Source: an optimization exercise on an open RTL-to-GDS flow (aim: small area, a short achievable clock period and few clock cycles per item). Production flows keep margins and buffers that such runs may drop. At most, simulation tests tie the RTL to the original design; equivalence was not proved. No activity file was given, so power comes from the tool's default toggle rates.

==> module atdrb_packer, before the edit <==
module atdrb_packer (
  input  logic        clk_i,
  input  logic        rst_ni,
  input  logic        cmd_valid_i,
  input  logic        cmd_level_i,
  input  logic [8:0]  cmd_bits_i,
  input  logic        cmd_clip_i,
  input  logic        cmd_last_i,
  output logic        full_o,
  output logic        out_valid_o,
  input  logic        out_ready_i,
  output logic [7:0]  packed_byte_o,
  output logic [3:0]  valid_bits_o,
  output logic        final_byte_o,
  output logic [23:0] total_bytes_o,
  output logic        run_clipped_o
);
  logic        pv_q;
  logic        pl_q;
  logic [8:0]  pleft_q;
  logic        plast_q;
  logic        pclip_q;
  logic        full_q;
  logic [6:0]  acc_q;
  logic [2:0]  held_q;
  logic        ov_q;
  logic [7:0]  obyte_q;
  logic [3:0]  ovb_q;
  logic        ofinal_q;
  logic [23:0] ototal_q;
  logic        oclip_q;
  logic [3:0]  lo;
  logic [5:0]  hi;
  logic        c8;
  logic        hi_z;
  logic        full;
  logic        rem_lt8;
  logic        rem_z;
  logic [5:0]  rem_hi;
  logic        need_emit;
  logic        out_free;
  logic        emit;
  logic        pdone;
  logic        p_free;
  logic [6:0]  acc_d;
  logic [2:0]  held_d;
  logic [8:0]  pleft_d;
  logic [3:0]  lim;
  logic [7:0]  mask;
  logic [7:0]  e_byte;
  assign lo        = {1'b0, held_q} + {1'b0, pleft_q[2:0]};
  assign hi        = pleft_q[8:3];
  assign c8        = lo[3];
  assign hi_z      = hi == '0;
  assign full      = !hi_z || c8;
  assign rem_lt8   = c8 ? hi_z : hi == 6'd1;
  assign rem_z     = rem_lt8 && lo[2:0] == '0;
  assign rem_hi    = c8 ? hi : hi - 6'd1;
  assign need_emit = full || plast_q;
  assign out_free  = !ov_q || out_ready_i;
  assign emit      = pv_q && need_emit && out_free;
  assign lim       = full ? 4'd8 : lo;
  assign mask      = (8'hFF >> held_q) & ~(8'hFF >> lim);
  assign e_byte    = ({acc_q, 1'b0} & ~(8'hFF >> held_q)) | (pl_q ? mask : 8'h00);
  always_comb begin
    acc_d   = acc_q;
    held_d  = held_q;
    pleft_d = pleft_q;
    pdone   = 1'b0;
    if (pv_q) begin
      if (!need_emit) begin
        acc_d  = e_byte[7:1];
        held_d = lo[2:0];
        pdone  = 1'b1;
      end else if (out_free) begin
        if (!full) begin
          held_d = '0;
          pdone  = 1'b1;
        end else begin
          acc_d   = {7{pl_q}};   
          held_d  = lo[2:0];
          pleft_d = {rem_hi, 3'b000};
          pdone   = rem_lt8 && (!plast_q || rem_z);
        end
      end
    end
  end
  assign p_free = !pv_q || pdone;
  logic        pv_n;
  logic [8:0]  pleft_n;
  logic        plast_n;
  logic        ov_n;
  logic [3:0]  lo_n;
  logic [5:0]  hi_n;
  logic        hi_z_n;
  logic        full_n;
  logic        rem_lt8_n;
  logic        rem_z_n;
  logic        sure_n;
  assign pv_n      = p_free ? cmd_valid_i : 1'b1;
  assign pleft_n   = p_free ? cmd_bits_i : pleft_d;
  assign plast_n   = p_free ? cmd_last_i : plast_q;
  assign ov_n      = emit || (ov_q && !out_ready_i);
  assign lo_n      = {1'b0, held_d} + {1'b0, pleft_n[2:0]};
  assign hi_n      = pleft_n[8:3];
  assign hi_z_n    = hi_n == '0;
  assign full_n    = !hi_z_n || lo_n[3];
  assign rem_lt8_n = lo_n[3] ? hi_z_n : hi_n == 6'd1;
  assign rem_z_n   = rem_lt8_n && lo_n[2:0] == '0;
  assign sure_n    = !(full_n || plast_n) ||
                     (!ov_n && (!full_n || (rem_lt8_n && (!plast_n || rem_z_n))));
  assign full_o    = full_q;
  always_ff @(posedge clk_i or negedge rst_ni) begin
    if (!rst_ni) begin
      pv_q     <= 1'b0;
      full_q   <= 1'b0;
      held_q   <= '0;
      ov_q     <= 1'b0;
      ofinal_q <= 1'b1;
    end else begin
      held_q <= held_d;
      pv_q   <= pv_n;
      full_q <= pv_n && !sure_n;
      if (emit) begin
        ov_q     <= 1'b1;
        ofinal_q <= plast_q && (!full || rem_z);
      end else if (out_ready_i) begin
        ov_q <= 1'b0;
      end
    end
  end
  always_ff @(posedge clk_i) begin
    acc_q <= acc_d;
    pleft_q <= pleft_n;
    plast_q <= plast_n;
    if (p_free) begin
      pl_q    <= cmd_level_i;
      pclip_q <= cmd_clip_i;
    end
    if (emit) begin
      obyte_q  <= e_byte;
      ovb_q    <= lim;
      ototal_q <= ofinal_q ? 24'd1 : ototal_q + 24'd1;
      oclip_q  <= pclip_q;
    end
  end
  assign out_valid_o   = ov_q;
  assign packed_byte_o = obyte_q;
  assign valid_bits_o  = ovb_q;
  assign final_byte_o  = ofinal_q;
  assign total_bytes_o = ototal_q;
  assign run_clipped_o = oclip_q;
endmodule
clock: 9.0 ns
lec_check: 0
cap_margin: 20
core_margin: 2
core_utilization: 70
cts_cluster_diameter: 70
cts_cluster_size: 36
setup_slack_margin: 4.6
slew_margin: 20
standard.sh (not shown) runs the stock make flow with config.mk's settings and CLKGATE_MAP_FILE= SYNTH_SCRIPT=/design/flow/synth_recipe.tcl, a recipe that flattens the netlist after the stock synthesis.
==> flow/flow/run.sh <==
#!/bin/bash
# The standard layout, with plain buffers (not delay buffers) on the ports.
set -euo pipefail
export BUFFER_PORTS_ARGS="-buffer_cell sky130_fd_sc_hd__buf_2"
bash standard.sh > standard.log 2>&1
==> next run, changes <==
--- a/flow/design.v
+++ b/flow/design.v
@@ -102,13 +102,17 @@
 );
   logic        pv_q;
   logic        pl_q;
   logic [8:0]  pleft_q;
   logic        plast_q;
   logic        pclip_q;
-  logic        full_q;
+  logic        kv_q;
+  logic        kl_q;
+  logic [8:0]  kbits_q;
+  logic        klast_q;
+  logic        kclip_q;
   logic [6:0]  acc_q;
   logic [2:0]  held_q;
   logic        ov_q;
   logic [7:0]  obyte_q;
   logic [3:0]  ovb_q;
   logic        ofinal_q;
@@ -168,62 +172,51 @@
           pdone   = rem_lt8 && (!plast_q || rem_z);
         end
       end
     end
   end
   assign p_free = !pv_q || pdone;
-  logic        pv_n;
-  logic [8:0]  pleft_n;
-  logic        plast_n;
-  logic        ov_n;
-  logic [3:0]  lo_n;
-  logic [5:0]  hi_n;
-  logic        hi_z_n;
-  logic        full_n;
-  logic        rem_lt8_n;
-  logic        rem_z_n;
-  logic        sure_n;
-  assign pv_n      = p_free ? cmd_valid_i : 1'b1;
-  assign pleft_n   = p_free ? cmd_bits_i : pleft_d;
-  assign plast_n   = p_free ? cmd_last_i : plast_q;
-  assign ov_n      = emit || (ov_q && !out_ready_i);
-  assign lo_n      = {1'b0, held_d} + {1'b0, pleft_n[2:0]};
-  assign hi_n      = pleft_n[8:3];
-  assign hi_z_n    = hi_n == '0;
-  assign full_n    = !hi_z_n || lo_n[3];
-  assign rem_lt8_n = lo_n[3] ? hi_z_n : hi_n == 6'd1;
-  assign rem_z_n   = rem_lt8_n && lo_n[2:0] == '0;
-  assign sure_n    = !(full_n || plast_n) ||
-                     (!ov_n && (!full_n || (rem_lt8_n && (!plast_n || rem_z_n))));
-  assign full_o    = full_q;
+  assign full_o = kv_q;
   always_ff @(posedge clk_i or negedge rst_ni) begin
     if (!rst_ni) begin
       pv_q     <= 1'b0;
-      full_q   <= 1'b0;
+      kv_q     <= 1'b0;
       held_q   <= '0;
       ov_q     <= 1'b0;
       ofinal_q <= 1'b1;
     end else begin
       held_q <= held_d;
-      pv_q   <= pv_n;
-      full_q <= pv_n && !sure_n;
+      if (p_free) begin
+        pv_q <= kv_q || cmd_valid_i;
+        kv_q <= 1'b0;
+      end else if (cmd_valid_i) begin
+        kv_q <= 1'b1;
+      end
       if (emit) begin
         ov_q     <= 1'b1;
         ofinal_q <= plast_q && (!full || rem_z);
       end else if (out_ready_i) begin
         ov_q <= 1'b0;
       end
     end
   end
   always_ff @(posedge clk_i) begin
     acc_q <= acc_d;
-    pleft_q <= pleft_n;
-    plast_q <= plast_n;
     if (p_free) begin
-      pl_q    <= cmd_level_i;
-      pclip_q <= cmd_clip_i;
+      pl_q    <= kv_q ? kl_q    : cmd_level_i;
+      pleft_q <= kv_q ? kbits_q : cmd_bits_i;
+      plast_q <= kv_q ? klast_q : cmd_last_i;
+      pclip_q <= kv_q ? kclip_q : cmd_clip_i;
+    end else begin
+      pleft_q <= pleft_d;
+    end
+    if (!p_free && cmd_valid_i) begin
+      kl_q    <= cmd_level_i;
+      kbits_q <= cmd_bits_i;
+      klast_q <= cmd_last_i;
+      kclip_q <= cmd_clip_i;
     end
     if (emit) begin
       obyte_q  <= e_byte;
       ovb_q    <= lim;
       ototal_q <= ofinal_q ? 24'd1 : ototal_q + 24'd1;
       oclip_q  <= pclip_q;
The new run completed without violations.
Routed wire length shrinks by roughly a tenth.
Cell count is lower by a few percent.
Total power hardly moves.
Sequential share of layout area rises by 2.5 points.
Core utilization is lower by 1.8 points.
Clock skew hardly moves.
Testbench counts after the change, summed over its fixed seeds: cycles 20,164, samples 19,200.
No functional check of the RTL was part of the first run of this note.

re-timing with driven ports:
Ports are ideal in the flow. The routed layouts listed here were re-timed in OpenROAD. Step 1 sets driving cells, clkbuf_16 on the clock port and buf_2 on the other inputs (assumed; they add their load-dependent delay and slew). Step 2 also shifts input and output timing later by t, the mid clock arrival at the registers, as if the neighbouring blocks saw the same clock. Three values: ideal ports, drivers, drivers and shift; two values: the first two.
run | shift t [ns] | setup WS [ns] | clock arrival spread, ns | worst data-port slew with drivers (ns)
the first run | 0.542 | 4.566 / 4.476 / 4.226 | 0.033 / 0.032 | 0.15
the second run | 0.540 | 4.623 / 4.495 / 4.495 | 0.038 / 0.038 | 0.13
After both steps setup and hold are still met in every run listed. For the first run, which loses most, drivers alone change the setup slack by -0.090 ns; drivers and shift together by -0.340 ns.
